Context: an optimization exercise on an open-source flow, tuned for small area, a short achievable clock period and few clock cycles per item. The choices shown serve that exercise and are no tape-out recipe. RTL that was checked went through simulation tests only; none was proved equivalent to the original. Only the layout flow was run in runs 4 to 7; the RTL was not checked for function there. Power and IR drop assume default switching activity.

File: design.v
package stt_pkg;
    localparam logic [4:0] KIND_EOF    = 5'd0;
    localparam logic [4:0] KIND_IDENT  = 5'd1;
    localparam logic [4:0] KIND_FUNC   = 5'd2;
    localparam logic [4:0] KIND_RETURN = 5'd3;
    localparam logic [4:0] KIND_INT    = 5'd4;
    localparam logic [4:0] KIND_LPAREN = 5'd5;
    localparam logic [4:0] KIND_RPAREN = 5'd6;
    localparam logic [4:0] KIND_COLON  = 5'd7;
    localparam logic [4:0] KIND_COMMA  = 5'd8;
    localparam logic [4:0] KIND_LBRACE = 5'd9;
    localparam logic [4:0] KIND_RBRACE = 5'd10;
    localparam logic [4:0] KIND_PLUS   = 5'd11;
    localparam logic [4:0] KIND_MINUS  = 5'd12;
    localparam logic [4:0] KIND_STAR   = 5'd13;
    localparam logic [4:0] KIND_SLASH  = 5'd14;
    localparam logic [4:0] KIND_ARROW  = 5'd15;
    localparam logic [4:0] KIND_EQEQ   = 5'd16;
endpackage
module source_token_scanner (
    input  logic        aclk,
    input  logic        aresetn,
    input  logic        s_valid,
    output logic        s_ready,
    input  logic [7:0]  s_char_code,
    input  logic        s_end_of_input,
    output logic        m_valid,
    input  logic        m_ready,
    output logic [4:0]  m_token_kind,
    output logic [31:0] m_start_pos,
    output logic [5:0]  m_token_length,
    output logic [30:0] m_int_value,
    output logic        m_leading_space,
    output logic        m_last_result
);
    localparam int PW = 18;
    localparam logic [7:0] CH_NEWLINE = 8'h0A;
    localparam logic [7:0] CH_LPAREN  = 8'h28;
    localparam logic [7:0] CH_RPAREN  = 8'h29;
    localparam logic [7:0] CH_STAR    = 8'h2A;
    localparam logic [7:0] CH_PLUS    = 8'h2B;
    localparam logic [7:0] CH_COMMA   = 8'h2C;
    localparam logic [7:0] CH_MINUS   = 8'h2D;
    localparam logic [7:0] CH_DOT     = 8'h2E;
    localparam logic [7:0] CH_SLASH   = 8'h2F;
    localparam logic [7:0] CH_COLON   = 8'h3A;
    localparam logic [7:0] CH_EQUALS  = 8'h3D;
    localparam logic [7:0] CH_GT      = 8'h3E;
    localparam logic [7:0] CH_LBRACE  = 8'h7B;
    localparam logic [7:0] CH_RBRACE  = 8'h7D;
    localparam logic [3:0] KW_NONE   = 4'd0;
    localparam logic [3:0] KW_F      = 4'd1;    
    localparam logic [3:0] KW_FU     = 4'd2;    
    localparam logic [3:0] KW_FUN    = 4'd3;    
    localparam logic [3:0] KW_FUNC   = 4'd4;    
    localparam logic [3:0] KW_R      = 4'd5;    
    localparam logic [3:0] KW_RE     = 4'd6;    
    localparam logic [3:0] KW_RET    = 4'd7;    
    localparam logic [3:0] KW_RETU   = 4'd8;    
    localparam logic [3:0] KW_RETUR  = 4'd9;    
    localparam logic [3:0] KW_RETURN = 4'd10;   
    localparam logic [3:0] KW_SLASH  = 4'd11;   
    localparam logic [3:0] KW_MINUS  = 4'd12;   
    localparam logic [3:0] KW_EQ     = 4'd13;   
    localparam logic [4:0] CL_OTHER   = 5'd0;
    localparam logic [4:0] CL_SPACE   = 5'd1;    
    localparam logic [4:0] CL_NEWLINE = 5'd2;
    localparam logic [4:0] CL_DOT     = 5'd3;
    localparam logic [4:0] CL_DIGIT   = 5'd4;
    localparam logic [4:0] CL_LPAREN  = 5'd5;
    localparam logic [4:0] CL_RPAREN  = 5'd6;
    localparam logic [4:0] CL_COLON   = 5'd7;
    localparam logic [4:0] CL_COMMA   = 5'd8;
    localparam logic [4:0] CL_LBRACE  = 5'd9;
    localparam logic [4:0] CL_RBRACE  = 5'd10;
    localparam logic [4:0] CL_PLUS    = 5'd11;
    localparam logic [4:0] CL_MINUS   = 5'd12;
    localparam logic [4:0] CL_STAR    = 5'd13;
    localparam logic [4:0] CL_SLASH   = 5'd14;
    localparam logic [4:0] CL_GT      = 5'd15;
    localparam logic [4:0] CL_EQUALS  = 5'd16;
    localparam logic [4:0] CL_F       = 5'd17;
    localparam logic [4:0] CL_R       = 5'd18;
    localparam logic [4:0] CL_U       = 5'd19;
    localparam logic [4:0] CL_N       = 5'd20;
    localparam logic [4:0] CL_C       = 5'd21;
    localparam logic [4:0] CL_E       = 5'd22;
    localparam logic [4:0] CL_T       = 5'd23;
    function automatic logic [4:0] classify(input logic [7:0] ch);
        logic [4:0] cl;
        case (ch)
            8'h09, 8'h0B, 8'h0C, 8'h0D, 8'h20: cl = CL_SPACE;
            CH_NEWLINE: cl = CL_NEWLINE;
            CH_DOT:     cl = CL_DOT;
            8'h30, 8'h31, 8'h32, 8'h33, 8'h34,
            8'h35, 8'h36, 8'h37, 8'h38, 8'h39: cl = CL_DIGIT;
            CH_LPAREN:  cl = CL_LPAREN;
            CH_RPAREN:  cl = CL_RPAREN;
            CH_COLON:   cl = CL_COLON;
            CH_COMMA:   cl = CL_COMMA;
            CH_LBRACE:  cl = CL_LBRACE;
            CH_RBRACE:  cl = CL_RBRACE;
            CH_PLUS:    cl = CL_PLUS;
            CH_MINUS:   cl = CL_MINUS;
            CH_STAR:    cl = CL_STAR;
            CH_SLASH:   cl = CL_SLASH;
            CH_GT:      cl = CL_GT;
            CH_EQUALS:  cl = CL_EQUALS;
            8'h66:      cl = CL_F;
            8'h72:      cl = CL_R;
            8'h75:      cl = CL_U;
            8'h6E:      cl = CL_N;
            8'h63:      cl = CL_C;
            8'h65:      cl = CL_E;
            8'h74:      cl = CL_T;
            default:    cl = CL_OTHER;
        endcase
        classify = cl;
    endfunction
    logic        skv_q;
    logic [4:0]  skc_q;
    logic [3:0]  skn_q;
    logic        ske_q;
    logic        srdy_q;
    logic        h1v_q;
    logic [4:0]  h1c_q;
    logic [3:0]  h1n_q;
    logic        h1e_q;
    logic        h0v_q;
    logic [4:0]  h0_q;
    logic [3:0]  h0n_q;
    logic [PW-1:0] pos_q;
    logic        comment_q;
    logic        space_q;
    logic        in_word_q;
    logic        digits_q;
    logic [3:0]  kw_q;
    logic [PW-1:0] start_q;
    logic [5:0]  len_q;
    logic [30:0] acc_q;
    logic [4:0]  kind_q;
    logic        lead_q;
    logic        last_q;
    logic        pend_q;
    logic        eofp_q;
    logic        go_free_q;
    logic        go_ready_q;
    assign s_ready         = srdy_q;
    assign m_valid         = pend_q;
    assign m_token_kind    = kind_q;
    assign m_start_pos     = {{(32 - PW){1'b0}}, start_q};
    assign m_token_length  = len_q;
    assign m_int_value     = acc_q;
    assign m_leading_space = lead_q;
    assign m_last_result   = last_q;
    logic       take;
    logic [4:0] in_cl;
    logic [4:0] c;
    logic [4:0] la;
    logic       la_end;
    assign take   = s_valid && srdy_q;
    assign in_cl  = classify(s_char_code);
    assign c      = h0_q;
    assign la     = h1c_q;
    assign la_end = h1e_q;
    logic h0_space;
    logic starts_word;
    logic touch;
    logic go_free;    
    logic go_ready;   
    logic busy;
    logic go;
    logic scan;
    logic ld_word;
    logic ld_first;
    logic eof_load;
    logic h1_load;
    logic skv_n;
    assign h0_space    = c == CL_SPACE || c == CL_NEWLINE;
    assign starts_word = !comment_q && !in_word_q && !h0_space;
    assign touch       = !comment_q && (in_word_q || !h0_space);
    assign go_free     = go_free_q;
    assign go_ready    = go_ready_q;
    assign busy        = pend_q && !m_ready;
    assign go          = go_free || (go_ready && m_ready);
    assign scan        = go && h0v_q;
    assign ld_word     = scan && touch;
    assign ld_first    = scan && starts_word;
    assign eof_load    = eofp_q && !busy;
    assign h1_load     = !h1v_q || go;
    assign skv_n       = skv_q ? !go : (take && !h1_load);
    logic        c_digit;
    logic [3:0]  d;
    logic [5:0]  len_n;
    logic [3:0]  kw_n;
    logic        digits_n;
    logic        cmt_start;
    logic        la_gt;
    logic        la_slash;
    logic        ends;
    logic        found;
    logic [4:0]  kind;
    assign c_digit = c == CL_DIGIT;
    assign d       = h0n_q;
    assign len_n   = !in_word_q ? 6'd1 : (len_q == 6'd32) ? 6'd32 : len_q + 6'd1;
    always_comb begin
        kw_n = KW_NONE;
        if (!in_word_q) begin
            case (c)
                CL_F:      kw_n = KW_F;
                CL_R:      kw_n = KW_R;
                CL_SLASH:  kw_n = KW_SLASH;
                CL_MINUS:  kw_n = KW_MINUS;
                CL_EQUALS: kw_n = KW_EQ;
                default:   kw_n = KW_NONE;
            endcase
        end else begin
            case (kw_q)
                KW_F:     if (c == CL_U) kw_n = KW_FU;
                KW_FU:    if (c == CL_N) kw_n = KW_FUN;
                KW_FUN:   if (c == CL_C) kw_n = KW_FUNC;
                KW_R:     if (c == CL_E) kw_n = KW_RE;
                KW_RE:    if (c == CL_T) kw_n = KW_RET;
                KW_RET:   if (c == CL_U) kw_n = KW_RETU;
                KW_RETU:  if (c == CL_R) kw_n = KW_RETUR;
                KW_RETUR: if (c == CL_N) kw_n = KW_RETURN;
                default:  kw_n = KW_NONE;
            endcase
        end
    end
    assign digits_n = (!in_word_q || digits_q) && c_digit;
    localparam int AW = 28;
    logic          acc_keep;
    logic          acc_fresh;
    logic [1:0]    lo_sum;
    logic          lo_cout;
    logic [AW-1:0] ha;
    logic [AW-1:0] hb;
    logic [AW:0]   pg_g [6];
    logic [AW:0]   pg_p [6];
    logic [AW-1:0] hi_sum;
    logic [30:0]   prod;
    logic          ovf;
    assign acc_keep  = in_word_q && digits_q && c_digit;
    assign acc_fresh = !in_word_q && c_digit;
    assign lo_sum[0] = acc_q[0] ^ d[1];
    assign lo_sum[1] = acc_q[1] ^ d[2] ^ (acc_q[0] & d[1]);
    assign lo_cout   = d[3] | (acc_q[1] & d[2]) | ((acc_q[1] | d[2]) & acc_q[0] & d[1]);
    assign ha        = acc_q[29:2];
    assign hb        = acc_q[27:0];
    assign pg_g[0]   = {ha & hb, lo_cout};
    assign pg_p[0]   = {ha ^ hb, 1'b0};
    for (genvar l = 0; l < 5; l++) begin : g_ks
        for (genvar j = 0; j <= AW; j++) begin : g_pos
            if (j >= (1 << l)) begin : g_join
                assign pg_g[l + 1][j] = pg_g[l][j] | (pg_p[l][j] & pg_g[l][j - (1 << l)]);
                assign pg_p[l + 1][j] = pg_p[l][j] & pg_p[l][j - (1 << l)];
            end else begin : g_pass
                assign pg_g[l + 1][j] = pg_g[l][j];
                assign pg_p[l + 1][j] = pg_p[l][j];
            end
        end
    end
    assign hi_sum    = pg_p[0][AW:1] ^ pg_g[5][AW-1:0];
    assign prod      = {hi_sum, lo_sum, d[0]};
    assign ovf       = acc_q > 31'd214748364 || (acc_q == 31'd214748364 && d >= 4'd8);
    assign cmt_start = in_word_q && kw_q == KW_SLASH && c == CL_SLASH;
    assign la_gt     = !la_end && la == CL_GT;
    assign la_slash  = !la_end && la == CL_SLASH;
    assign ends      = la_end || la == CL_SPACE || la == CL_NEWLINE ||
                       la == CL_COMMA || la == CL_DOT || la == CL_LPAREN ||
                       la == CL_RPAREN || la == CL_LBRACE || la == CL_RBRACE ||
                       la == CL_COLON || la == CL_MINUS;
    always_comb begin
        found = 1'b0;
        kind  = stt_pkg::KIND_IDENT;
        case (c)
            CL_LPAREN, CL_RPAREN, CL_COLON, CL_COMMA,
            CL_LBRACE, CL_RBRACE, CL_PLUS, CL_STAR: found = 1'b1;
            CL_MINUS:  found = !la_gt;
            CL_SLASH:  found = !la_slash;
            CL_GT:     found = in_word_q && kw_q == KW_MINUS;
            CL_EQUALS: found = in_word_q && kw_q == KW_EQ;
            default:   found = 1'b0;
        endcase
        if (found) begin
            kind = c;
        end
        if (!found && ends) begin
            found = 1'b1;
            if (kw_n == KW_FUNC) begin
                kind = stt_pkg::KIND_FUNC;
            end else if (kw_n == KW_RETURN) begin
                kind = stt_pkg::KIND_RETURN;
            end else if (digits_n) begin
                kind = stt_pkg::KIND_INT;
            end else begin
                kind = stt_pkg::KIND_IDENT;
            end
        end
        if (cmt_start) begin
            found = 1'b0;
        end
    end
    logic tok;   
    assign tok = ld_word && found;
    logic        acc_ld_keep;
    logic        acc_ld_sat;
    logic        acc_ld_fresh;
    logic        acc_hold;
    logic [30:0] acc_d;
    assign acc_ld_keep  = ld_word && acc_keep;
    assign acc_ld_sat   = acc_ld_keep && ovf;
    assign acc_ld_fresh = ld_word && acc_fresh;
    assign acc_hold     = !ld_word && !eof_load;
    assign acc_d        = {31{acc_ld_sat}} | ({31{acc_ld_keep}} & prod) |
                          ({31{acc_hold}} & acc_q) | ({31{acc_ld_fresh}} & 31'(d));
    always_ff @(posedge aclk) begin
        acc_q <= acc_d;
    end
    always_ff @(posedge aclk) begin
        if (ld_first || eof_load) begin
            start_q <= pos_q;
        end
        if (eof_load) begin
            len_q   <= 6'd0;
            kind_q  <= stt_pkg::KIND_EOF;
            lead_q  <= 1'b0;
            last_q  <= 1'b1;
        end else if (ld_word) begin
            len_q   <= len_n;
            kind_q  <= kind;
            lead_q  <= space_q && digits_n;
            last_q  <= !la_end;
        end
        if (ld_word) begin
            kw_q     <= kw_n;
            digits_q <= digits_n;
        end
        if (go && !la_end) begin
            h0_q  <= la;
            h0n_q <= h1n_q;
        end
        if (h1_load) begin
            h1c_q <= skv_q ? skc_q : in_cl;
            h1n_q <= skv_q ? skn_q : s_char_code[3:0];
            h1e_q <= skv_q ? ske_q : s_end_of_input;
        end
        if (!skv_q) begin
            skc_q <= in_cl;
            skn_q <= s_char_code[3:0];
            ske_q <= s_end_of_input;
        end
    end
    logic       h1v_n;
    logic       h1e_n;
    logic       h0v_n;
    logic [4:0] h0_n;
    logic       pend_n;
    logic       eofp_n;
    logic       comment_n;
    logic       space_n;
    logic       in_word_n;
    logic       starts_word_n;
    logic       go_free_n;
    logic       go_ready_n;
    always_comb begin
        h1v_n     = h1_load ? (skv_q || take) : h1v_q;
        h1e_n     = h1_load ? (skv_q ? ske_q : s_end_of_input) : h1e_q;
        h0v_n     = h0v_q;
        h0_n      = h0_q;
        pend_n    = busy || tok || eof_load;
        eofp_n    = eofp_q && !eof_load;
        comment_n = comment_q;
        space_n   = space_q;
        in_word_n = in_word_q;
        if (scan) begin
            if (comment_q) begin
                if (c == CL_NEWLINE) begin
                    comment_n = 1'b0;
                    space_n   = 1'b0;
                end
            end else if (!in_word_q && h0_space) begin
                space_n = 1'b1;
            end else if (cmt_start) begin
                comment_n = 1'b1;
                in_word_n = 1'b0;
            end else if (found) begin
                space_n   = 1'b0;
                in_word_n = 1'b0;
            end else begin
                in_word_n = 1'b1;
            end
        end
        if (go) begin
            if (la_end) begin
                h0v_n     = 1'b0;
                comment_n = 1'b0;
                space_n   = 1'b0;
                in_word_n = 1'b0;
                eofp_n    = 1'b1;
            end else begin
                h0v_n = 1'b1;
                h0_n  = la;
            end
        end
        starts_word_n = !comment_n && !in_word_n && h0_n != CL_SPACE && h0_n != CL_NEWLINE;
        go_free_n  = h1v_n && (h1e_n ? (!eofp_n && !pend_n)
                                     : (!h0v_n || (!eofp_n && (!starts_word_n || !pend_n))));
        go_ready_n = h1v_n && !eofp_n && pend_n && (h1e_n || (h0v_n && starts_word_n));
    end
    always_ff @(posedge aclk) begin
        if (!aresetn) begin
            skv_q      <= 1'b0;
            srdy_q     <= 1'b1;
            h1v_q      <= 1'b0;
            h0v_q      <= 1'b0;
            pos_q      <= '0;
            comment_q  <= 1'b0;
            space_q    <= 1'b0;
            in_word_q  <= 1'b0;
            pend_q     <= 1'b0;
            eofp_q     <= 1'b0;
            go_free_q  <= 1'b0;
            go_ready_q <= 1'b0;
        end else begin
            skv_q      <= skv_n;
            srdy_q     <= !skv_n;
            h1v_q      <= h1v_n;
            h0v_q      <= h0v_n;
            comment_q  <= comment_n;
            space_q    <= space_n;
            in_word_q  <= in_word_n;
            pend_q     <= pend_n;
            eofp_q     <= eofp_n;
            go_free_q  <= go_free_n;
            go_ready_q <= go_ready_n;
            if (eof_load) begin
                pos_q <= '0;
            end else if (scan) begin
                pos_q <= pos_q + PW'(1);
            end
        end
    end
endmodule
File: flow/run.sh
#!/bin/bash
# The standard layout, with buf_2 cells as the port buffers in place of the
# default delay-buffer cells, and a clock tree of clkbuf_8 cells without
# dummy balancing loads. Every tool's output goes to a log file here.
set -euo pipefail
export BUFFER_PORTS_ARGS="-buffer_cell sky130_fd_sc_hd__buf_2"
export CTS_ARGS="-sink_clustering_enable -repair_clock_nets -dont_use_dummy_load -sink_clustering_size 30 -sink_clustering_max_diameter 100 -buf_list sky130_fd_sc_hd__clkbuf_8"
bash standard.sh > standard_flow.log 2>&1
File: standard.sh
#!/bin/bash
# synth_recipe.tcl (not shown) runs the flow's synth.tcl, then flattens the netlist and writes it again
# the make line also repeats each setting of config.mk as NAME=value (left out here)
make -C /OpenROAD-flow-scripts/flow DESIGN_CONFIG=/design/flow/config.mk WORK_HOME=/design/flow/orfs CLKGATE_MAP_FILE= SYNTH_SCRIPT=/design/flow/synth_recipe.tcl "${@:-finish}"
File: config.mk
export PLATFORM = sky130hd
export DESIGN_NAME = source_token_scanner
export DESIGN_NICKNAME = source_token_scanner
export VERILOG_FILES = /design/flow/design.v
export SDC_FILE = /design/flow/constraint.sdc
export NUM_CORES = 4
export LEC_CHECK = 0
export CAP_MARGIN = 20
export CORE_MARGIN = 2
export CORE_UTILIZATION = 45
export PLACE_DENSITY = 0.65
export SETUP_SLACK_MARGIN = 2.6
export SLEW_MARGIN = 20
File: constraint.sdc
create_clock -name core_clock -period 5.5 [get_ports {aclk}]
set_input_delay 1.1000 -clock core_clock [delete_from_list [all_inputs] [get_ports {aclk}]]
set_output_delay 1.1000 -clock core_clock [all_outputs]
set_load 0.01 [all_outputs]
==> out/results.txt, run 1 <==
clock skew = 24.7 ps
row cnt = 46
clock slew at reported path FFs = 60 ps
Crit path required time = 5800 ps
count of hold-fix buffers inserted at cts = 0
CTS tree = done
post-DP HPWL = 11500 um
post-synthesis cell count = 790
crit path kind = flop to flop
Root Buffer = clkbuf_8
outcome = complete, no violations
Layout area overhead = 11.4%
max-cap violations = 0
DR vias/cell = 5.54
Ports = 91
end point of the critical path = acc_q[22]
Post-synth top flop = dfxtp_1
Layout Nets = 915
Total GRT Usage = 19.4%
mean routed wirelength per cell = 14.8 um
total CTS buffers = 17
Hold/Removal Path Class = flop to flop
RD Place Congestion = 0.855
number of port buffers = 76
fmax = 0.356 GHz
crit path DAT = 3110 ps
total negative slack = 0 ps
maximum buffer depth of the clock tree = 2
fraction of registers with async set/reset = 0%
Die Height = 130 um
total global routing overflow = 0
Critical Path Fanout Max = 4
post-placement setup slack = 1840 ps
Min Clock Period, post-route = 2810 ps
CORE AREA = 15700 um2
layout cells sized above 1 = 15.7%
die width = 130 um
worst r2r src = h0n_q[2]
Post-DRT Antenna Nets = 0
first-pass GRT wire length = 26300 um
fillcell total = 1529
setup slack, reg-to-reg = 2690 ps
DR vias = 5956
DR pass1 iterations = 5
Total Die Area = 16900 um2
vias in the first global route = 5420
crit end category = flop
Final WS setup = 2690 ps
Leak = 3.26 nW
ant diodes = 0
Fin. Hold Viols = 0
post-route insts no fill = 1076
Syn Area/Cell = 9.05 um2
VDD IR max = 0.000238 V
Routed WL = 16000 um
Mapped Area = 7150 um2
Unique masters post-synth = 85
Period Utilization, post-route = 51.1%
worst reg2reg path endpoint = acc_q[22]
Reg2Reg Depth = 13
relative slew slack = 36.6%
Clock Latency Late Sink = 460 ps
Final Max Tran Viols = 0
RSZ-0062 raised after global routing = yes
1st-iter DRT viols = 459
Slew @ Worst Pin = 951 ps
#FFs+latches synth = 125
DRC Markers = 0
commonest non-fill, non-tap cell in the layout = dfxtp_1
most used cells in the layout excluding fill and tap cells = 83 x dfxtp_1, 76 x buf_2, 74 x a21oi_1
core occupancy in the finished layout = 50.7%
YS warnings = 3
CTS H-Tree Depth = 4
Critical Path Source Type = flop
Starting Density = 45.5%
final setup violation count = 0
initial antenna violation count = 0
Sink Count = 125
Power Dens Cells = 238 nW/um2
CP startpoint = h0n_q[2]
dpl cells = 1055
sequential element share of the synthesized area = 40.7%
pin count of the biggest net entering global routing = 32
Post-synth EDFFs = 41
==> where the power goes <==
part / internal (mW) / total, mW / switching, mW
sequential: 1.02 / 1.07 / 0.0480
combinational: 0.0951 / 0.247 / 0.152
clock: 0.271 / 0.574 / 0.303
==> critical path, cell delays in order, from the launching register on <==
cell and delay [ps]:
edfxtp_1 410, inv_1 70, ha_1 130, and3b_2 230, nor3_4 180, fa_2 260, nor2b_2 50, o31a_1 350
o21ai_4 190, a21oi_4 100, a221o_1 340, a21oi_2 140, xor2_1 150, o21ai_1 60
==> worst min path at each step <==
stage                         from        to  cells past startpoint
after global routing      h1n_q[1]  h0n_q[1]                      0
final                     h1n_q[1]  h0n_q[1]                      0
after global placement    h1n_q[2]  h0n_q[2]                      0
after detailed placement  h1n_q[1]  h0n_q[1]                      0
after floorplan           h1n_q[0]  h0n_q[0]                      0
after CTS                 h1n_q[1]  h0n_q[1]                      0
==> logic make-up after synthesis <==
family / count (synthesis) / synth area share, %
other: 1 / 0.0525
muxes: 12 / 1.77
xor gates and xnor gates: 43 / 5.27
adders and majority gates: 41 / 7.25
and+or+nand+nor: 252 / 18.0
DFF: 125 / 40.7
AOI/OAI and AO/OA: 244 / 21.9
buffers and inverters: 72 / 5.02
==> area by class of cell <==
cell class / instances / area [um2] / area share (%)
well taps: 216 / 270 / 3.39
repair buffers: 82 / 425 / 5.34
inverters: 30 / 114 / 1.43
clock buffers: 17 / 234 / 2.94
flip-flops and latches: 125 / 2920 / 36.6
multi-input cells: 606 / 4010 / 50.3
==> cell usage after synthesis, types with 6 or more instances <==
| cell type | instances | area [um2] |
|---|---|---|
| nand4_1 | 11 | 68.8 |
| buf_4 | 18 | 135 |
| a21oi_1 | 77 | 385 |
| xnor2_1 | 17 | 149 |
| nor3_1 | 10 | 50.1 |
| inv_1 | 29 | 109 |
| and3_1 | 6 | 37.5 |
| a31oi_1 | 6 | 37.5 |
| clkbuf_1 | 16 | 60.1 |
| nor2_1 | 60 | 225 |
| mux2i_1 | 7 | 70.1 |
| nor2b_1 | 12 | 75.1 |
| ha_1 | 39 | 488 |
| or3_1 | 9 | 56.3 |
| xor2_1 | 26 | 228 |
| nor4_1 | 7 | 43.8 |
| o21ai_1 | 13 | 65.1 |
| nand3b_1 | 9 | 67.6 |
| dfxtp_1 | 84 | 1680 |
| nand3_1 | 23 | 115 |
| and2_1 | 6 | 37.5 |
| o21ai_0 | 62 | 310 |
| edfxtp_1 | 41 | 1230 |
| nand2_1 | 65 | 244 |
| a21o_1 | 13 | 97.6 |
| a221o_1 | 6 | 60.1 |
| nand2b_1 | 12 | 75.1 |
==> layer usage <==
layer,vias up,part of all wire (%),global-route usage (%),wire (um)
met5,-,0,0,0
met4,0,1.2,6.07,196
met3,17,3.6,4.47,571
met2,101,47,31.4,7570
met1,2833,48,25.9,7620
li1,3005,-,-,-
==> registers in the layout (all words and copies together), names as in the netlist, 4 cells and up <==
name and flops:
kind_q 5, skn_q 4, h0_q 5, kw_q 4, skc_q 5, start_q 18, pos_q 18, h1n_q 4
acc_q 31, h1c_q 5, len_q 6, h0n_q 4
==> stage by stage <==
step,hold WS (ps),cell area [um2],power [mW]
2_1_floorplan,400,7200,1.26
3_3_place_gp,402,7620,1.33
3_5_place_dp,408,7620,1.34
4_1_cts,424,7880,1.91
5_1_grt,432,7970,1.99
6_report,422,7970,1.89
==> timing repair <==
action | CTS | global route
setup endpoints to repair | 31 | 50
cloned | 0 | 0
setup buffers | 1 | 3
resized for setup | 4 | 16
pin swaps | 1 | 8
Testbench counts, summed over its fixed seeds: cycles 32,736, items 32,325.
==> run 2: changes to the inputs <==
--- a/config.mk
+++ b/config.mk
@@ -10,4 +10,4 @@
 export CORE_UTILIZATION = 45
 export PLACE_DENSITY = 0.65
-export SETUP_SLACK_MARGIN = 2.6
+export SETUP_SLACK_MARGIN = 2.8
 export SLEW_MARGIN = 20
==> out/results.txt, run 2 <==
total negative slack = 0 ps
Top reg by flops = acc_q
Min-Delay Endpoint = h0n_q[3]
relative slew slack = 43.9%
max-cap violations = 0
sequential element share of the synthesized area = 40.7%
total CTS buffers = 17
Leak = 3.31 nW
DR vias/cell = 5.55
Post-synth top cells = 84 x dfxtp_1, 77 x a21oi_1, 65 x nand2_1, 62 x o21ai_0, 60 x nor2_1
hold-critical path depth = 0
DR pass1 iterations = 5
max reg flops = 31
hold wc startpoint = h1n_q[3]
setup slack, reg-to-reg = 2750 ps
Mapped Area = 7150 um2
Ports = 91
crit end category = flop
Slew @ Worst Pin = 838 ps
Power Dens Cells = 231 nW/um2
CP startpoint = h0n_q[2]
Final Max Tran Viols = 0
post-synthesis cell count = 790
Total Die Area = 16900 um2
CTS H-Tree Depth = 4
Clock Latency Late Sink = 430 ps
clock skew = 22.6 ps
initial antenna violation count = 0
DR vias = 6016
row cnt = 46
Period Utilization, post-route = 50.1%
final setup violation count = 0
CORE AREA = 15700 um2
fraction of registers with async set/reset = 0%
Hold/Removal Path Class = flop to flop
Root Buffer = clkbuf_8
first-pass GRT wire length = 26100 um
post-synth top area share = 23.5%
layout cells sized above 1 = 18.4%
Critical Path Fanout Max = 3
die width = 130 um
Post-synth EDFFs = 41
largest area contributor in the netlist = dfxtp_1
Syn Area/Cell = 9.05 um2
RD Place Congestion = 0.827
count leader, synth = dfxtp_1
pin count of the biggest net entering global routing = 32
Starting Density = 45.5%
Die Height = 130 um
VDD IR max = 0.000224 V
Sink Count = 125
worst reg2reg path endpoint = acc_q[22]
post-route cell area = 8140 um2
ant diodes = 0
Fin. Hold Viols = 0
commonest non-fill, non-tap cell in the layout = dfxtp_1
total global routing overflow = 0
Crit path required time = 5800 ps
1st-iter DRT viols = 393
Critical Path Source Type = flop
DRC Markers = 0
Layout area overhead = 13.9%
Post-Place Cell Area = 7630 um2
Routed WL = 16100 um
outcome = complete, no violations
number of port buffers = 76
mean routed wirelength per cell = 14.9 um
Total GRT Usage = 19.1%
post-DP HPWL = 11400 um
CTS tree = done
count of hold-fix buffers inserted at cts = 0
crit path DAT = 3060 ps
YS warnings = 3
registers with the most flip-flops = acc_q: 31 flops, pos_q: 18 flops, start_q: 18 flops
vias in the first global route = 5432
Layout Nets = 923
Post-DRT Antenna Nets = 0
#FFs+latches synth = 125
fmax = 0.363 GHz
Unique masters post-synth = 85
Post-synth top flop = dfxtp_1
crit path kind = flop to flop
worst r2r src = h0n_q[2]
maximum buffer depth of the clock tree = 2
clock slew at reported path FFs = 70 ps
RSZ-0062 raised after global routing = yes
Reg2Reg Depth = 13
Min Clock Period, post-route = 2750 ps
Synth area leaders = dfxtp_1 24%, edfxtp_1 17%, ha_1 6.8%, a21oi_1 5.4%, o21ai_0 4.3%
most used cells in the layout excluding fill and tap cells = 83 x dfxtp_1, 76 x buf_2, 72 x a21oi_1
[run 2: cell types whose count changed in the layout (fill, tap and decap cells not counted), moves of 2 or more]
cell | previous run | this run
inv_1 | 29 | 26
a31oi_2 | 0 | 2
ha_1 | 39 | 37
a21oi_1 | 74 | 72
buf_4 | 6 | 12
a31oi_1 | 6 | 4
[run 2: report_power, final]
group	switching (mW)	total [mW]	internal, mW
Sequential	0.0487	1.07	1.02
Combinational	0.152	0.249	0.0974
Clock	0.287	0.558	0.271
[run 2: per-layer routing]
metal / GRT usage [%] / wire length [um] / vias to the layer above / share of wire, %
met5: 0 / 0 / - / 0
met4: 4.62 / 104 / 0 / 0.64
met3: 4.31 / 569 / 9 / 3.5
met2: 31.1 / 7810 / 113 / 48
met1: 26.0 / 7650 / 2852 / 47
li1: - / - / 3042 / -
[run 2: logic make-up (layout without fill, tap and decap cells)]
family	after synthesis	after routing	share of synthesized area, %
compound gates	244	245	21.9
fa+ha+maj	41	41	7.25
xor+xnor	43	43	5.27
simple gates	252	252	18.0
buf+inv	72	136	5.02
mux	12	12	1.77
other cells	1	14	0.0525
flops	125	125	40.7
[run 2: what timing repair did]
| action | 4_1_cts | 5_1_grt |
|---|---|---|
| buffers inserted | 5 | 6 |
| setup endpoints to repair | 50 | 52 |
| cloned | 0 | 1 |
| resized for setup | 16 | 26 |
| pin swaps | 7 | 10 |
[run 2: through the flow]
stage	setup WS [ps]	cells	power [mW]	hold WS (ps)	util [%]
2_1_floorplan	2820	803	1.26	400	-
3_3_place_gp	1880	1055	1.33	406	48.6
3_5_place_dp	1810	1055	1.34	405	48.6
4_1_cts	2670	1077	1.90	411	50.7
5_1_grt	2620	1084	1.98	425	51.8
6_report	2750	1084	1.88	412	51.8
[run 2: layout make-up]
cell class	count	area, um2
fillers	1504	7570
multi-input cells	607	4110
flip-flops and latches	125	2920
repair buffers	89	490
well taps	216	270
clock buffers	17	234
inverters	30	124
[run 2: critical path: stages (launching register included)]
cell and delay (ps):
edfxtp_1 400, inv_2 80, ha_4 110, and3b_2 220, nor3_4 170, fa_2 240, nor2b_2 50, o31a_1 290
o21ai_4 210, a21oi_4 110, a221o_1 340, a21oi_2 140, xor2_1 190, o21ai_1 70
[run 2: worst max path at each step]
stage            endpoint  slack (ps)  cells past startpoint
2_1_floorplan  start_q[0]        2820                      5
6_report        acc_q[22]        2750                     13
5_1_grt         acc_q[22]        2620                     13
3_3_place_gp    acc_q[29]        1880                     10
3_5_place_dp    acc_q[29]        1810                     10
4_1_cts         acc_q[22]        2670                     13
==> run 3: changes to the inputs <==
--- a/config.mk
+++ b/config.mk
@@ -10,4 +10,4 @@
 export CORE_UTILIZATION = 45
 export PLACE_DENSITY = 0.65
-export SETUP_SLACK_MARGIN = 2.8
+export SETUP_SLACK_MARGIN = 2.7
 export SLEW_MARGIN = 20
==> out/results.txt, run 3 <==
Slew @ Worst Pin = 968 ps
post-synthesis cell count = 790
RD Place Congestion = 0.827
layout cells sized above 1 = 16.5%
crit path DAT = 3020 ps
DR pass1 iterations = 4
Period Utilization, post-route = 49.1%
CTS H-Tree Depth = 4
count of hold-fix buffers inserted at cts = 0
Post-synth EDFFs = 41
Crit path required time = 5820 ps
count leader, synth = dfxtp_1
1st-iter DRT viols = 327
CTS tree = done
ant diodes = 0
VDD IR max = 0.000191 V
Ports = 91
Unique masters post-synth = 85
registers with the most flip-flops = acc_q: 31 flops, pos_q: 18 flops, start_q: 18 flops
Leak = 3.29 nW
Total Die Area = 16900 um2
pin count of the biggest net entering global routing = 32
Routed WL = 15900 um
max-cap violations = 0
YS warnings = 3
first-pass GRT wire length = 25700 um
DR vias = 5982
post-synth top area share = 23.5%
Clock Latency Late Sink = 430 ps
mean routed wirelength per cell = 14.7 um
Post-synth top cells = 84 x dfxtp_1, 77 x a21oi_1, 65 x nand2_1, 62 x o21ai_0, 60 x nor2_1
number of port buffers = 76
row cnt = 46
Pwr Total = 1.88 mW
clock skew = 25.6 ps
die width = 130 um
Starting Density = 45.5%
post-DP HPWL = 11300 um
crit-path cells = inv_1, ha_1, and3b_2, nor3_2, fa_2, nor2b_1, o31a_1, o21ai_4, a21oi_4, a221o_1, a21oi_2, xor2_1, o21ai_1
Post-synth top flop = dfxtp_1
total CTS buffers = 17
RSZ-0062 raised after global routing = yes
Fin. Hold Viols = 0
Post-DRT Antenna Nets = 0
final setup violation count = 0
Top reg by flops = acc_q
sequential element share of the synthesized area = 40.7%
dpl cells = 1055
Hold/Removal Path Class = flop to flop
Total GRT Usage = 18.9%
maximum buffer depth of the clock tree = 2
fraction of registers with async set/reset = 0%
crit path kind = flop to flop
Synth area leaders = dfxtp_1 24%, edfxtp_1 17%, ha_1 6.8%, a21oi_1 5.4%, o21ai_0 4.3%
total negative slack = 0 ps
CORE AREA = 15700 um2
#FFs+latches synth = 125
Die Height = 130 um
Min Clock Period, post-route = 2700 ps
crit end category = flop
Layout Nets = 920
outcome = complete, no violations
post-route insts no fill = 1081
Critical Path Fanout Max = 4
slowest CP cell = edfxtp_1
DRC Markers = 0
Syn Area/Cell = 9.05 um2
most used cells in the layout excluding fill and tap cells = 83 x dfxtp_1, 76 x buf_2, 73 x a21oi_1
Largest delay share family, worst path = compound AO/OA/AOI/OAI gates
vias in the first global route = 5368
Max stage delay on crit path = 380 ps
Mapped Area = 7150 um2
DR vias/cell = 5.53
Power Dens Cells = 235 nW/um2
Final Max Tran Viols = 0
relative slew slack = 35.4%
fmax = 0.370 GHz
clock slew at reported path FFs = 70 ps
max reg flops = 31
Sink Count = 125
commonest non-fill, non-tap cell in the layout = dfxtp_1
initial antenna violation count = 0
largest area contributor in the netlist = dfxtp_1
sum of buffers and inverters on the critical path = 1
Layout area overhead = 12.1%
total global routing overflow = 0
Critical Path Source Type = flop
Root Buffer = clkbuf_8
==> run 3: cell count changes in the layout (fill, tap and decap cells not counted), moves of 2 or more <==
cell / before / now
inv_1: 26 / 29
a31oi_1: 4 / 6
a31oi_2: 2 / 0
ha_1: 37 / 39
==> run 3: metal layers <==
layer	up-vias	wire length, um	track usage, %
met5	-	0	0
met4	0	189	5.50
met3	16	578	4.43
met2	113	7340	30.2
met1	2822	7750	25.7
li1	3031	-	-
==> run 3: path summary, 6_finish.rpt <==
| kind | cells past startpoint | slack (ps) | endpoint | from |
|---|---|---|---|---|
| setup reg to reg | 13 | 2800 | acc_q[22] | h0n_q[2] |
| hold / removal | 0 | 420 | h0n_q[0] | h1n_q[0] |
| hold reg to reg | 0 | 420 | h0n_q[0] | h1n_q[0] |
| setup / recovery | 13 | 2800 | acc_q[22] | h0n_q[2] |
==> run 3: area by class of cell <==
type,count,area [um2]
fill,1527,7700
multi-input combinational,606,4020
sequential,125,2910
timing repair buffer,87,463
tap,216,270
clock buffer,17,234
inverter,30,114
==> run 3: worst reg2reg max path, delay by kind of cell (launching register included) <==
kind,cells,cell delay (ps)
AO/OA/AOI/OAI,6,1220
AND/OR/NAND/NOR,3,400
flip-flops,1,380
adder cells (fa/ha/maj),2,370
XOR/XNOR,1,170
buffers and inverters,1,70
==> run 3: per-stage QoR <==
step           hold WS [ps]  worst slack (ps)  instance area [um2]  utilization, %
6_report                422              2800                 8020            51.0
5_1_grt                 427              2660                 8020            51.0
4_1_cts                 423              2700                 7920            50.4
3_5_place_dp            408              1870                 7630            48.5
3_3_place_gp            403              1890                 7630            48.5
2_1_floorplan           400              2760                 7210               -
==> run 3: repair_timing <==
item / in CTS / in global routing
buffers inserted: 3 / 6
resized for setup: 10 / 11
pin swaps: 2 / 1
endpoints found under the setup margin: 31 / 31
==> run 3: kinds of logic (layout without fill, tap and decap cells) <==
group	after synthesis	in the layout	synth area share [%]
AO/OA/AOI/OAI	244	244	21.9
XOR/XNOR	43	43	5.27
adder cells (fa/ha/maj)	41	41	7.25
buffers and inverters	72	134	5.02
flip-flops	125	125	40.7
multiplexers	12	12	1.77
other	1	14	0.0525
AND/OR/NAND/NOR	252	252	18.0
==> run 3: report_power, final <==
| part | switching (mW) | total (mW) | internal [mW] | leakage, nW |
|---|---|---|---|---|
| Sequential | 0.0488 | 1.07 | 1.02 | 1.07 |
| Combinational | 0.152 | 0.248 | 0.0958 | 2.10 |
| Clock | 0.292 | 0.562 | 0.271 | 0.122 |
| Total | 0.492 | 1.88 | 1.39 | 3.29 |
==> run 4: changes to the inputs <==
--- a/design.v
+++ b/design.v
@@ -235,4 +235,5 @@
     logic [1:0]    lo_sum;
     logic          lo_cout;
+    logic          lo_cout_q;
     logic [AW-1:0] ha;
     logic [AW-1:0] hb;
@@ -246,5 +247,5 @@
     assign lo_sum[0] = acc_q[0] ^ d[1];
     assign lo_sum[1] = acc_q[1] ^ d[2] ^ (acc_q[0] & d[1]);
-    assign lo_cout   = d[3] | (acc_q[1] & d[2]) | ((acc_q[1] | d[2]) & acc_q[0] & d[1]);
+    assign lo_cout   = lo_cout_q;
     assign ha        = acc_q[29:2];
     assign hb        = acc_q[27:0];
@@ -319,4 +320,15 @@
         acc_q <= acc_d;
     end
+    function automatic logic low_carry(input logic [1:0] a, input logic [3:0] dd);
+        low_carry = dd[3] | (a[1] & dd[2]) | ((a[1] | dd[2]) & a[0] & dd[1]);
+    endfunction
+    logic [1:0] acc_n_lo;
+    assign acc_n_lo = acc_keep ? ({lo_sum[0], d[0]} | {2{ovf}})
+                               : (acc_fresh ? d[1:0] : 2'd0);
+    always_ff @(posedge aclk) begin
+        if (go && !la_end) begin
+            lo_cout_q <= ld_word ? low_carry(acc_n_lo, h1n_q) : low_carry(acc_q[1:0], h1n_q);
+        end
+    end
     always_ff @(posedge aclk) begin
         if (ld_first || eof_load) begin
--- a/config.mk
+++ b/config.mk
@@ -10,4 +10,4 @@
 export CORE_UTILIZATION = 45
 export PLACE_DENSITY = 0.65
-export SETUP_SLACK_MARGIN = 2.7
+export SETUP_SLACK_MARGIN = 2.5
 export SLEW_MARGIN = 20
==> out/results.txt, run 4 <==
Critical Path Source Type = flop
initial antenna violation count = 0
fmax = 0.346 GHz
Die Height = 130 um
sequential element share of the synthesized area = 41.1%
Period Utilization, post-route = 52.6%
count of hold-fix buffers inserted at cts = 0
total negative slack = 0 ps
number of port buffers = 76
commonest non-fill, non-tap cell in the layout = nand2_1
DR pass1 iterations = 5
DR vias = 6132
Total GRT Usage = 20.1%
Post-synth top cells = 86 x nand2_1, 84 x dfxtp_1, 69 x nor2_1, 69 x o21ai_0, 65 x a21oi_1
Sink Count = 126
max reg flops = 31
total global routing overflow = 0
post-route insts no fill = 1107
Final WS setup = 2610 ps
post-placement setup slack = 1660 ps
Mapped Area = 7160 um2
Routed WL = 16700 um
Total Die Area = 16900 um2
VDD IR max = 0.000152 V
crit path DAT = 3070 ps
registers with the most flip-flops = acc_q: 31 flops, pos_q: 18 flops, start_q: 18 flops
Top reg by flops = acc_q
most used cells in the layout excluding fill and tap cells = 86 x nand2_1, 76 x buf_2, 75 x dfxtp_1
1st-iter DRT viols = 416
Hold Slack = 444 ps
Layout Nets = 944
mean routed wirelength per cell = 15.0 um
dpl cells = 1075
RD Place Congestion = 0.890
crit end category = flop
maximum buffer depth of the clock tree = 2
die width = 130 um
DR vias/cell = 5.54
final setup violation count = 0
crit path kind = flop to flop
Layout area overhead = 12.9%
CTS H-Tree Depth = 4
pin count of the biggest net entering global routing = 33
post-DP HPWL = 11900 um
Min Clock Period, post-route = 2890 ps
Leak = 3.29 nW
first-pass GRT wire length = 27100 um
Starting Density = 45.6%
Final Max Tran Viols = 0
post-synth top area share = 23.5%
Syn Area/Cell = 8.77 um2
Root Buffer = clkbuf_8
CORE AREA = 15700 um2
Fin. Hold Viols = 0
row cnt = 46
fraction of registers with async set/reset = 0%
CTS tree = done
Slew @ Worst Pin = 1020 ps
max-cap violations = 0
outcome = complete, no violations
#FFs+latches synth = 126
Critical Path Fanout Max = 7
Power Dens Cells = 237 nW/um2
Post-synth top flop = dfxtp_1
Post-synth EDFFs = 42
count leader, synth = nand2_1
Post-DRT Antenna Nets = 0
Unique masters post-synth = 73
clock slew at reported path FFs = 70 ps
Post-Place Cell Area = 7650 um2
YS warnings = 3
largest area contributor in the netlist = dfxtp_1
Clock Latency Late Sink = 430 ps
Hold/Removal Path Class = flop to flop
DRC Markers = 0
clock skew = 28.1 ps
Crit path required time = 5680 ps
relative slew slack = 32.3%
Synth area leaders = dfxtp_1 23%, edfxtp_1 18%, ha_1 6.5%, o21ai_0 4.8%, a21oi_1 4.5%
ant diodes = 0
total CTS buffers = 17
layout cells sized above 1 = 17.2%
vias in the first global route = 5468
post-route cell area = 8080 um2
RSZ-0062 raised after global routing = yes
post-synthesis cell count = 816
Ports = 91
## run 4: cell count changes after synthesis, moves of 7 or more
cell / before / now
nand2_1: 65 / 86
a21oi_1: 77 / 65
a211oi_1: 3 / 14
nor3_1: 10 / 21
o21ai_1: 13 / 2
clkbuf_1: 16 / 25
nor2_1: 60 / 69
o21bai_1: 1 / 9
o21ai_0: 62 / 69
xnor2_1: 17 / 24
xor2_1: 26 / 19
## run 4: routing by layer
| layer | vias to the layer above | global-route usage, % | wire (um) |
|---|---|---|---|
| met1 | 2845 | 26.8 | 7850 |
| met4 | 0 | 7.08 | 343 |
| li1 | 3114 | - | - |
| met5 | - | 0 | 0 |
| met2 | 146 | 32.0 | 7770 |
| met3 | 27 | 4.92 | 696 |
## run 4: layout make-up
cell class	instances	area [um2]
fill	1521	7630
multi-input combinational	632	4030
sequential	126	2950
timing repair buffer	93	508
tap	216	270
clock buffer	17	234
inverter	23	90.1
## run 4: repair_timing
item                                    4_1_cts  5_1_grt
hold endpoints to repair                      0        0
setup buffers                                 3       11
gates cloned                                  1        0
endpoints found under the setup margin       47       37
pin swaps                                     1        1
resized for setup                            12       15
## run 4: through the flow
stage / power, mW / utilization (%)
floorplan: 1.27 / -
global placement: 1.36 / 48.7
CTS: 1.93 / 50.6
finish: 1.92 / 51.4
global route: 2.02 / 51.4
detailed placement: 1.36 / 48.7
## run 4: report_power, final
group	switching (mW)	leakage [nW]	internal (mW)
combinational	0.159	2.09	0.103
clock	0.295	0.122	0.271
sequential	0.0553	1.08	1.03
## run 4: path summary, 6_finish.rpt
path | startpoint | endpoint | slack (ps) | depth (start not counted)
max | acc_q[23] | lo_cout_q | 2610 | 8
max reg2reg | acc_q[23] | lo_cout_q | 2610 | 8
min reg2reg | h1n_q[0] | h0n_q[0] | 440 | 0
min | h1n_q[0] | h0n_q[0] | 440 | 0
## run 4: logic make-up after synthesis
group | after synthesis | synth area share [%]
AO/OA/AOI/OAI | 236 | 20.7
XOR/XNOR | 43 | 5.26
adder cells (fa/ha/maj) | 39 | 6.89
buffers and inverters | 72 | 4.72
flip-flops | 126 | 41.1
multiplexers | 10 | 1.49
other | 1 | 0.0524
AND/OR/NAND/NOR | 289 | 19.8
## run 4: worst max-delay path: stages (launching register included)
cell	delay, ps
dfxtp_2	410
nand3_1	110
or4_4	500
o41ai_2	370
a31oi_1	140
or4_4	510
o2111ai_2	200
a21oi_1	100
a211o_1	290
==> run 5: changes to the inputs <==
--- a/design.v
+++ b/design.v
@@ -324,6 +324,5 @@
     endfunction
     logic [1:0] acc_n_lo;
-    assign acc_n_lo = acc_keep ? ({lo_sum[0], d[0]} | {2{ovf}})
-                               : (acc_fresh ? d[1:0] : 2'd0);
+    assign acc_n_lo = acc_keep ? {lo_sum[0], d[0]} : (acc_fresh ? d[1:0] : 2'd0);
     always_ff @(posedge aclk) begin
         if (go && !la_end) begin
==> out/results.txt, run 5 <==
largest area contributor in the netlist = dfxtp_1
mean routed wirelength per cell = 15.0 um
most used cells in the layout excluding fill and tap cells = 118 x nand2_1, 76 x dfxtp_1, 76 x buf_2
Critical Path Source Type = flop
Clock Latency Late Sink = 440 ps
multi-input combinational cell area = 3980 um2
crit-path cells = nor4bb_4, nand4_1, or4_1, o311a_1, a2111o_2, a2111oi_1, o21ai_0
fillcell total = 1492
sequential element share of the synthesized area = 41.6%
Starting Density = 46.2%
relative slew slack = 37.2%
Final WS setup = 2600 ps
count leader, synth = nand2_1
1st-iter DRT viols = 415
Post-Place Cell Area = 7570 um2
Post-Synth XOR/XNOR Area = 5.69%
max reg flops = 31
first-pass GRT wire length = 27500 um
DR vias/cell = 5.57
final setup violation count = 0
DRC Markers = 0
post-DP HPWL = 11600 um
Power Dens Cells = 236 nW/um2
dpl cells = 1066
max-cap violations = 0
sum of buffers and inverters on the critical path = 0
Hold Slack = 439 ps
hold wc startpoint = h1n_q[0]
Largest delay share family, worst path = compound AO/OA/AOI/OAI gates
commonest non-fill, non-tap cell in the layout = nand2_1
ant diodes = 0
Reg2Reg Depth = 7
pin count of the biggest net entering global routing = 31
Layout area overhead = 13.3%
Period Utilization, post-route = 52.7%
Post-Synth Adder-Cell Area = 7.10%
CORE AREA = 15300 um2
Die Height = 129 um
Pwr Total = 1.90 mW
fraction of registers with async set/reset = 0%
Total Die Area = 16800 um2
CTS tree = done
total negative slack = 0 ps
vias in the first global route = 5637
Synth Area in Compound Gates = 19.7%
register area = 2950 um2
Sink Count = 126
fmax = 0.345 GHz
Max stage delay on crit path = 570 ps
Post-synth top flop = dfxtp_1
Routed WL = 16400 um
Top reg by flops = acc_q
Post-DRT Antenna Nets = 0
#FFs+latches synth = 126
Crit path required time = 5790 ps
Unique masters post-synth = 69
maximum buffer depth of the clock tree = 2
post-synthesis cell count = 811
Hold/Removal Path Class = flop to flop
setup slack, reg-to-reg = 2600 ps
registers with the most flip-flops = acc_q: 31 flops, pos_q: 18 flops, start_q: 18 flops
Slew @ Worst Pin = 942 ps
Leak = 3.55 nW
RSZ-0062 raised after global routing = yes
RD Place Congestion = 0.907
post-placement setup slack = 1870 ps
crit path DAT = 3190 ps
total CTS buffers = 17
initial antenna violation count = 0
Final Max Tran Viols = 0
worst r2r src = acc_q[6]
hold-critical path depth = 0
post-synthesis mux area share = 1.02%
post-route cell area = 8020 um2
row cnt = 45
DR vias = 6096
post-synth top area share = 23.7%
Synth area leaders = dfxtp_1 24%, edfxtp_1 18%, ha_1 6.5%, nand2_1 6.3%, o21ai_0 4.5%
worst reg2reg path endpoint = acc_q[29]
crit path kind = flop to flop
slowest CP cell = a2111o_2
post-synthesis simple-gate area fraction = 20.2%
DR pass1 iterations = 5
Mapped Area = 7080 um2
post-route insts no fill = 1095
crit end category = flop
Syn Area/Cell = 8.73 um2
Fin. Hold Viols = 0
die width = 129 um
Min-Delay Endpoint = h0n_q[0]
Critical Path Fanout Max = 6
CTS H-Tree Depth = 4
YS warnings = 3
Total GRT Usage = 20.4%
Post-synth top cells = 118 x nand2_1, 84 x dfxtp_1, 64 x o21ai_0, 57 x nor2_1, 49 x a21oi_1
Root Buffer = clkbuf_8
Layout Nets = 937
Post-synth EDFFs = 42
clock slew at reported path FFs = 70 ps
largest family of logic cells by synthesized area = simple AND/OR/NAND/NOR gates
Ports = 91
number of port buffers = 76
Min Clock Period, post-route = 2900 ps
clock skew = 20.0 ps
total global routing overflow = 0
layout cells sized above 1 = 16.4%
core occupancy in the finished layout = 52.4%
VDD IR max = 0.000235 V
outcome = complete, no violations
-- run 5: cell type report --
cell class                      instances  share of cell area (%)
Inverter                               26                    1.22
Clock buffer                           17                    2.92
Tap cell                              211                    3.29
Timing Repair Buffer                   90                    6.10
Multi-Input combinational cell        625                    49.7
Sequential cell                       126                    36.8
-- run 5: logic make-up after synthesis --
family / after synthesis
flip-flops: 126
adder cells (fa/ha/maj): 40
AO/OA/AOI/OAI: 218
multiplexers: 7
buffers and inverters: 74
other: 1
XOR/XNOR: 46
AND/OR/NAND/NOR: 299
-- run 5: per-layer routing --
metal,global-route usage [%],wire length (um),vias to the layer above
met1,27.9,7720,2845
met2,32.8,7670,159
met3,4.79,831,17
met5,0,0,-
met4,5.25,206,0
li1,-,-,3075
-- run 5: timing repair --
action | in CTS | in global routing
hold buffers | 0 | 0
setup buffers | 3 | 8
pin swaps | 5 | 6
cloned | 1 | 0
gates resized for setup | 14 | 19
endpoints found under the setup margin | 9 | 16
-- run 5: worst max path at each step --
stage | startpoint | to | slack (ps) | cells after the start
2_1_floorplan | acc_q[0] | acc_q[30] | 2550 | 10
3_3_place_gp | m_ready | acc_q[27] | 1940 | 12
3_5_place_dp | m_ready | acc_q[27] | 1870 | 12
4_1_cts | acc_q[0] | acc_q[30] | 2490 | 10
5_1_grt | acc_q[14] | acc_q[29] | 2380 | 10
6_report | acc_q[6] | acc_q[29] | 2600 | 7
-- run 5: report_power, final --
group / internal [mW] / switching (mW)
combinational: 0.0901 / 0.150
sequential: 1.03 / 0.0517
clock: 0.271 / 0.300
==> run 6: changes to the inputs <==
--- a/config.mk
+++ b/config.mk
@@ -10,4 +10,4 @@
 export CORE_UTILIZATION = 45
 export PLACE_DENSITY = 0.65
-export SETUP_SLACK_MARGIN = 2.5
+export SETUP_SLACK_MARGIN = 3.0
 export SLEW_MARGIN = 20
==> out/results.txt, run 6 <==
Post-synth top cells = 118 x nand2_1, 84 x dfxtp_1, 64 x o21ai_0, 57 x nor2_1, 49 x a21oi_1
Sink Count = 126
most used cells in the layout excluding fill and tap cells = 118 x nand2_1, 77 x buf_2, 67 x dfxtp_1
DRC Markers = 0
post-synthesis mux area share = 1.02%
crit path DAT = 3030 ps
die width = 129 um
Ports = 91
fraction of registers with async set/reset = 0%
Critical Path Source Type = flop
max-cap violations = 0
count leader, synth = nand2_1
Period Utilization, post-route = 49.3%
Post-Place Cell Area = 7670 um2
RSZ-0062 raised after global routing = yes
Total Die Area = 16800 um2
initial antenna violation count = 0
post-synthesis simple-gate area fraction = 20.2%
Critical Path Fanout Max = 3
total global routing overflow = 0
clock group share of total power = 30.1%
post-DP HPWL = 11700 um
outcome = complete, no violations
count of hold-fix buffers inserted at cts = 0
YS warnings = 3
vias in the first global route = 5805
Post-synth EDFFs = 42
register area = 2980 um2
Die Height = 129 um
Clock Latency Late Sink = 440 ps
mean routed wirelength per cell = 16.1 um
sequential element share of the synthesized area = 41.6%
NetSw = 0.527 mW
row cnt = 45
GRT busiest layer = met2
crit path kind = flop to flop
post-placement setup slack = 1810 ps
Post-DRT Antenna Nets = 0
Hold/Removal Path Class = flop to flop
Post-synth top flop = dfxtp_1
DR vias/cell = 5.67
Mapped Area = 7080 um2
sequential power share = 56.2%
switch share = 27.3%
max reg flops = 31
worst r2r src = lo_cout_q
post-route cell area = 8940 um2
largest area contributor in the netlist = dfxtp_1
met3 Usage GRT = 4.71%
Leak = 3.91 nW
crit end category = flop
total CTS buffers = 17
clock skew = 20.4 ps
Total GRT Usage = 21.8%
Int Pwr = 1.41 mW
Synth Area in Compound Gates = 19.7%
setup slack, reg-to-reg = 2790 ps
Unique masters post-synth = 69
routing usage on met2 = 35.9%
GRT met1 Usage = 29.1%
post-route insts no fill = 1140
Min-Delay Endpoint = h0n_q[0]
Layout Nets = 982
worst reg2reg path endpoint = acc_q[30]
dpl cells = 1064
hold-critical path depth = 0
DR pass1 iterations = 6
ant diodes = 0
commonest non-fill, non-tap cell in the layout = nand2_1
DR vias = 6468
#FFs+latches synth = 126
Layout area overhead = 26.3%
layout cells sized above 1 = 27.7%
CORE AREA = 15300 um2
pin count of the biggest net entering global routing = 31
largest family of logic cells by synthesized area = simple AND/OR/NAND/NOR gates
fillcell total = 1394
Top reg by flops = acc_q
final setup violation count = 0
Power Dens Cells = 216 nW/um2
Pwr Total = 1.93 mW
registers with the most flip-flops = acc_q: 31 flops, pos_q: 18 flops, start_q: 18 flops
CTS H-Tree Depth = 4
Final Max Tran Viols = 0
first-pass GRT wire length = 29100 um
Starting Density = 46.2%
VDD IR max = 0.000171 V
RD Place Congestion = 0.892
maximum buffer depth of the clock tree = 2
total negative slack = 0 ps
Hold Slack = 451 ps
CTS tree = done
Post-Synth Adder-Cell Area = 7.10%
Min Clock Period, post-route = 2710 ps
hold wc startpoint = h1n_q[0]
post-synthesis cell count = 811
multi-input combinational cell area = 4470 um2
core occupancy in the finished layout = 58.4%
Logic pwr share = 13.8%
Crit path required time = 5820 ps
Root Buffer = clkbuf_8
number of port buffers = 76
Reg2Reg Depth = 10
Slew @ Worst Pin = 703 ps
Syn Area/Cell = 8.73 um2
clock slew at reported path FFs = 70 ps
fmax = 0.369 GHz
post-synth top area share = 23.7%
Final WS setup = 2790 ps
relative slew slack = 53.0%
Synth area leaders = dfxtp_1 24%, edfxtp_1 18%, ha_1 6.5%, nand2_1 6.3%, o21ai_0 4.5%
Routed WL = 18400 um
1st-iter DRT viols = 512
Fin. Hold Viols = 0
Post-Synth XOR/XNOR Area = 5.69%
==> run 6: cell types whose count changed in the layout (fill, tap and decap cells not counted), moves of 9 or more <==
cell     previous run  this run
o21ai_1             1        13
buf_4              12        42
o21ai_2             1        16
ha_1               36        24
o21ai_0            62        33
ha_4                0        11
dfxtp_1            76        67
==> run 6: worst max-delay path: stages (launching register included) <==
cell      delay (ps)
edfxtp_1         410
fa_2             360
a21o_1           180
a221o_2          380
a41oi_4          220
o31ai_4          110
a21oi_4          200
o311ai_4         130
o31ai_2          280
mux2i_1          230
nand4_1          100
==> run 6: how the worst max path moves through the flow <==
stage,from,to
floorplan,acc_q[0],acc_q[30]
global placement,m_ready,acc_q[27]
detailed placement,m_ready,acc_q[27]
CTS,acc_q[5],acc_q[18]
global route,lo_cout_q,acc_q[30]
finish,lo_cout_q,acc_q[30]
==> run 6: repair_timing <==
item                       4_1_cts  5_1_grt
buffers inserted                29       27
gates resized for setup         65       82
pin swaps                       40       37
cloned                           3        0
setup endpoints to repair       50       42
==> run 6: power by group through the flow <==
stage / combinational, mW / sequential (mW) / clock, mW
after detailed placement: 0.237 / 1.11 / 0
after global routing: 0.299 / 1.09 / 0.632
after global placement: 0.236 / 1.11 / 0
final: 0.266 / 1.09 / 0.581
after CTS: 0.250 / 1.09 / 0.594
after floorplan: 0.167 / 1.10 / 0
==> run 6: cell families after synthesis <==
group | Yosys count
buffers and inverters | 74
multiplexers | 7
XOR/XNOR | 46
AND/OR/NAND/NOR | 299
other | 1
AO/OA/AOI/OAI | 218
adder cells (fa/ha/maj) | 40
flip-flops | 126
==> run 6: cell type report <==
type                       instances  area share [%]
sequential                       126            33.4
tap                              211            2.95
timing repair buffer             133            9.97
multi-input combinational        627            49.9
inverter                          26            1.16
clock buffer                      17            2.62
==> run 6: metal layers <==
| metal | up-vias | routed length, um |
|---|---|---|
| met1 | 3053 | 8140 |
| met2 | 214 | 8970 |
| met4 | 0 | 287 |
| met5 | - | 0 |
| li1 | 3176 | - |
| met3 | 25 | 1000 |
==> run 7: changes to the inputs <==
--- a/design.v
+++ b/design.v
@@ -236,4 +236,5 @@
     logic          lo_cout;
     logic          lo_cout_q;
+    logic          ovf_q;
     logic [AW-1:0] ha;
     logic [AW-1:0] hb;
@@ -265,5 +266,5 @@
     assign hi_sum    = pg_p[0][AW:1] ^ pg_g[5][AW-1:0];
     assign prod      = {hi_sum, lo_sum, d[0]};
-    assign ovf       = acc_q > 31'd214748364 || (acc_q == 31'd214748364 && d >= 4'd8);
+    assign ovf       = ovf_q;
     assign cmt_start = in_word_q && kw_q == KW_SLASH && c == CL_SLASH;
     assign la_gt     = !la_end && la == CL_GT;
@@ -325,7 +326,13 @@
     logic [1:0] acc_n_lo;
     assign acc_n_lo = acc_keep ? {lo_sum[0], d[0]} : (acc_fresh ? d[1:0] : 2'd0);
+    function automatic logic next_ovf(input logic [30:0] a, input logic [3:0] dc,
+                                      input logic [3:0] dn);
+        next_ovf = a >= 31'd21474837 ||
+                   (a == 31'd21474836 && (dc >= 4'd5 || (dc == 4'd4 && dn >= 4'd8)));
+    endfunction
     always_ff @(posedge aclk) begin
         if (go && !la_end) begin
             lo_cout_q <= ld_word ? low_carry(acc_n_lo, h1n_q) : low_carry(acc_q[1:0], h1n_q);
+            ovf_q     <= ld_word && acc_keep && next_ovf(acc_q, d, h1n_q);
         end
     end
--- a/config.mk
+++ b/config.mk
@@ -10,4 +10,4 @@
 export CORE_UTILIZATION = 45
 export PLACE_DENSITY = 0.65
-export SETUP_SLACK_MARGIN = 3.0
+export SETUP_SLACK_MARGIN = 2.5
 export SLEW_MARGIN = 20
==> out/results.txt, run 7 <==
Leak = 3.47 nW
most used cells in the layout excluding fill and tap cells = 110 x nand2_1, 81 x dfxtp_1, 76 x buf_2
total CTS buffers = 17
maximum buffer depth of the clock tree = 2
RD Place Congestion = 0.920
Critical Path Fanout Max = 9
hold-critical path depth = 0
outcome = complete, no violations
worst r2r src = acc_q[0]
Post-Synth Adder-Cell Area = 7.02%
Reg2Reg Depth = 11
Final WS setup = 2630 ps
Largest delay share family, worst path = compound AO/OA/AOI/OAI gates
fmax = 0.348 GHz
Post-Place Cell Area = 7650 um2
CTS H-Tree Depth = 4
Final Max Tran Viols = 0
crit end category = flop
pin count of the biggest net entering global routing = 34
Post-synth top cells = 110 x nand2_1, 84 x dfxtp_1, 65 x o21ai_0, 60 x nor2_1, 52 x a21oi_1
core occupancy in the finished layout = 50.7%
initial antenna violation count = 0
layout cells sized above 1 = 14.8%
die width = 130 um
mean routed wirelength per cell = 15.0 um
max-cap violations = 0
registers with the most flip-flops = acc_q: 31 flops, pos_q: 18 flops, start_q: 18 flops
Min-Delay Endpoint = h0n_q[0]
register area = 2980 um2
Synth area leaders = dfxtp_1 23%, edfxtp_1 18%, ha_1 6.5%, nand2_1 5.8%, o21ai_0 4.5%
Layout Nets = 929
post-synthesis mux area share = 1.33%
total global routing overflow = 0
post-placement setup slack = 1720 ps
Clock Latency Late Sink = 440 ps
Critical Path Source Type = flop
max reg flops = 31
Slew @ Worst Pin = 999 ps
Synth Area in Compound Gates = 19.1%
Hold Slack = 418 ps
Total GRT Usage = 19.8%
relative slew slack = 33.4%
Root Buffer = clkbuf_8
Layout area overhead = 11.1%
final setup violation count = 0
count leader, synth = nand2_1
total negative slack = 0 ps
sequential element share of the synthesized area = 41.5%
post-DP HPWL = 11800 um
RSZ-0062 raised after global routing = no
crit path kind = flop to flop
Hold/Removal Path Class = flop to flop
setup slack, reg-to-reg = 2630 ps
post-synth top area share = 23.5%
post-synthesis simple-gate area fraction = 20.9%
largest family of logic cells by synthesized area = simple AND/OR/NAND/NOR gates
clock slew at reported path FFs = 50 ps
CP most frequent cell = o211ai_1
Routed WL = 16300 um
crit-path cells = fa_1, a21o_1, a221oi_4, o211ai_1, and3_1, o211ai_1, buf_4, a31oi_1, a211oi_2, mux2i_1, nand2_1
largest area contributor in the netlist = dfxtp_1
Min Clock Period, post-route = 2870 ps
post-synthesis cell count = 811
Period Utilization, post-route = 52.2%
number of port buffers = 76
VDD IR max = 0.000170 V
post-route insts no fill = 1092
Unique masters post-synth = 76
Ports = 91
slowest CP cell = fa_1
#FFs+latches synth = 127
crit path DAT = 3180 ps
DR pass1 iterations = 5
top layer in use = met4
CORE AREA = 15700 um2
Die Height = 130 um
Top reg by flops = acc_q
Syn Area/Cell = 8.84 um2
YS warnings = 3
Post-synth EDFFs = 43
multi-input combinational cell area = 3960 um2
ant diodes = 0
vias in the first global route = 5507
Post-synth top flop = dfxtp_1
fillcell total = 1521
met2 WL post-DR = 7690 um
DR vias/cell = 5.52
cell count along the critical path = 11
CTS tree = done
Mapped Area = 7170 um2
1st-iter DRT viols = 410
hold wc startpoint = h1n_q[0]
DR vias = 6024
post-route cell area = 7960 um2
first-pass GRT wire length = 26800 um
DRC Markers = 0
Pwr Total = 1.91 mW
Power Dens Cells = 240 nW/um2
commonest non-fill, non-tap cell in the layout = nand2_1
Post-Synth XOR/XNOR Area = 5.25%
clock skew = 17.2 ps
Sink Count = 127
sum of buffers and inverters on the critical path = 1
row cnt = 46
met3 wire len = 674 um
Total Die Area = 17000 um2
fraction of registers with async set/reset = 0%
Starting Density = 45.6%
M1 wire length = 7740 um
Crit path required time = 5810 ps
Max stage delay on crit path = 480 ps
Post-DRT Antenna Nets = 0
dpl cells = 1071
worst reg2reg path endpoint = acc_q[30]
Fin. Hold Viols = 0
[run 7: cell types whose count changed in the layout (fill, tap and decap cells not counted), moves of 8 or more]
cell     delta
nand2_1     -8
ha_1       +12
nor2b_1     +9
o21ai_0    +30
buf_6       -9
dfxtp_1    +14
o21ai_2    -14
ha_4       -11
dfxtp_4     -8
buf_4      -34
o21ai_1    -10
a21oi_1    +10
[run 7: final cells by class]
cell class | instances | area share (%)
inverters | 22 | 1.04
clock buffers | 17 | 2.94
well taps | 216 | 3.39
repair buffers | 84 | 5.53
flip-flops and latches | 127 | 37.4
multi-input cells | 626 | 49.7
[run 7: worst max path at each step]
stage | slack [ps] | to | startpoint
after global placement | 1800 | acc_q[29] | m_ready
after global routing | 2490 | acc_q[28] | acc_q[0]
after floorplan | 2630 | acc_q[29] | m_ready
after CTS | 2500 | acc_q[29] | h0_q[1]
after detailed placement | 1720 | acc_q[29] | m_ready
final | 2630 | acc_q[30] | acc_q[0]
[run 7: logic make-up (layout without fill, tap and decap cells)]
group,after synthesis,in the layout
AND/OR/NAND/NOR,305,305
AO/OA/AOI/OAI,215,215
flip-flops,127,127
buffers and inverters,71,123
XOR/XNOR,43,43
adder cells (fa/ha/maj),40,40
multiplexers,9,9
other,1,14
[run 7: per-layer routing]
metal / up-vias / GRT usage [%]
met3: 21 / 3.81
met5: - / 0
met1: 2858 / 26.3
met2: 131 / 32.6
met4: 0 / 6.14
li1: 3014 / -
[run 7: timing repair]
action,CTS,global route
pin swaps,1,0
resized for setup,4,10
endpoints found under the setup margin,13,42
hold buffers,0,0
setup buffers,1,3
[run 7: where the power goes]
part / total (mW) / switching (mW) / internal, mW
clock: 0.568 / 0.297 / 0.271
sequential: 1.10 / 0.0582 / 1.04
combinational: 0.241 / 0.148 / 0.0935
total: 1.91 / 0.503 / 1.41

## separate check: timing with driven ports
The flow's constraints put no driver on any port. The routed layouts listed below were extracted and timed again, unchanged, in two steps. Step 1: set_driving_cell puts a clkbuf_16 on aclk and a buf_2 on each other input, an assumption about the parent block. Step 2 times the ports against the registers' clock, not the clock port: input delays grow and output delays shrink by t, the midpoint of the rising clock arrivals with the driver on. a / b / c = ideal / step 1 / step 2; a / b = the first two.
| run | t, ns | setup WS [ns] | worst register clock-pin slew, ns | worst data-port slew with drivers (ns) | cell pins on the clock port's net |
|---|---|---|---|---|---|
| run 1 | 0.480 | 2.688 / 2.688 / 2.306 | 0.08 / 0.08 | 0.03 | 1 |
| run 2 | 0.456 | 2.746 / 2.746 / 2.470 | 0.07 / 0.07 | 0.03 | 1 |
| run 3 | 0.455 | 2.798 / 2.798 / 2.425 | 0.07 / 0.07 | 0.03 | 1 |
| run 4 | 0.456 | 2.610 / 2.610 / 2.235 | 0.08 / 0.08 | 0.03 | 1 |
| run 5 | 0.458 | 2.603 / 2.603 / 2.243 | 0.07 / 0.07 | 0.03 | 1 |
| run 6 | 0.465 | 2.787 / 2.787 / 2.478 | 0.07 / 0.07 | 0.03 | 1 |
| run 7 | 0.461 | 2.627 / 2.627 / 2.270 | 0.07 / 0.07 | 0.03 | 1 |
After both steps setup and hold are still met in every run listed. For run 1, which loses most, drivers alone change the setup slack by 0.000 ns; drivers and shift together by -0.382 ns.
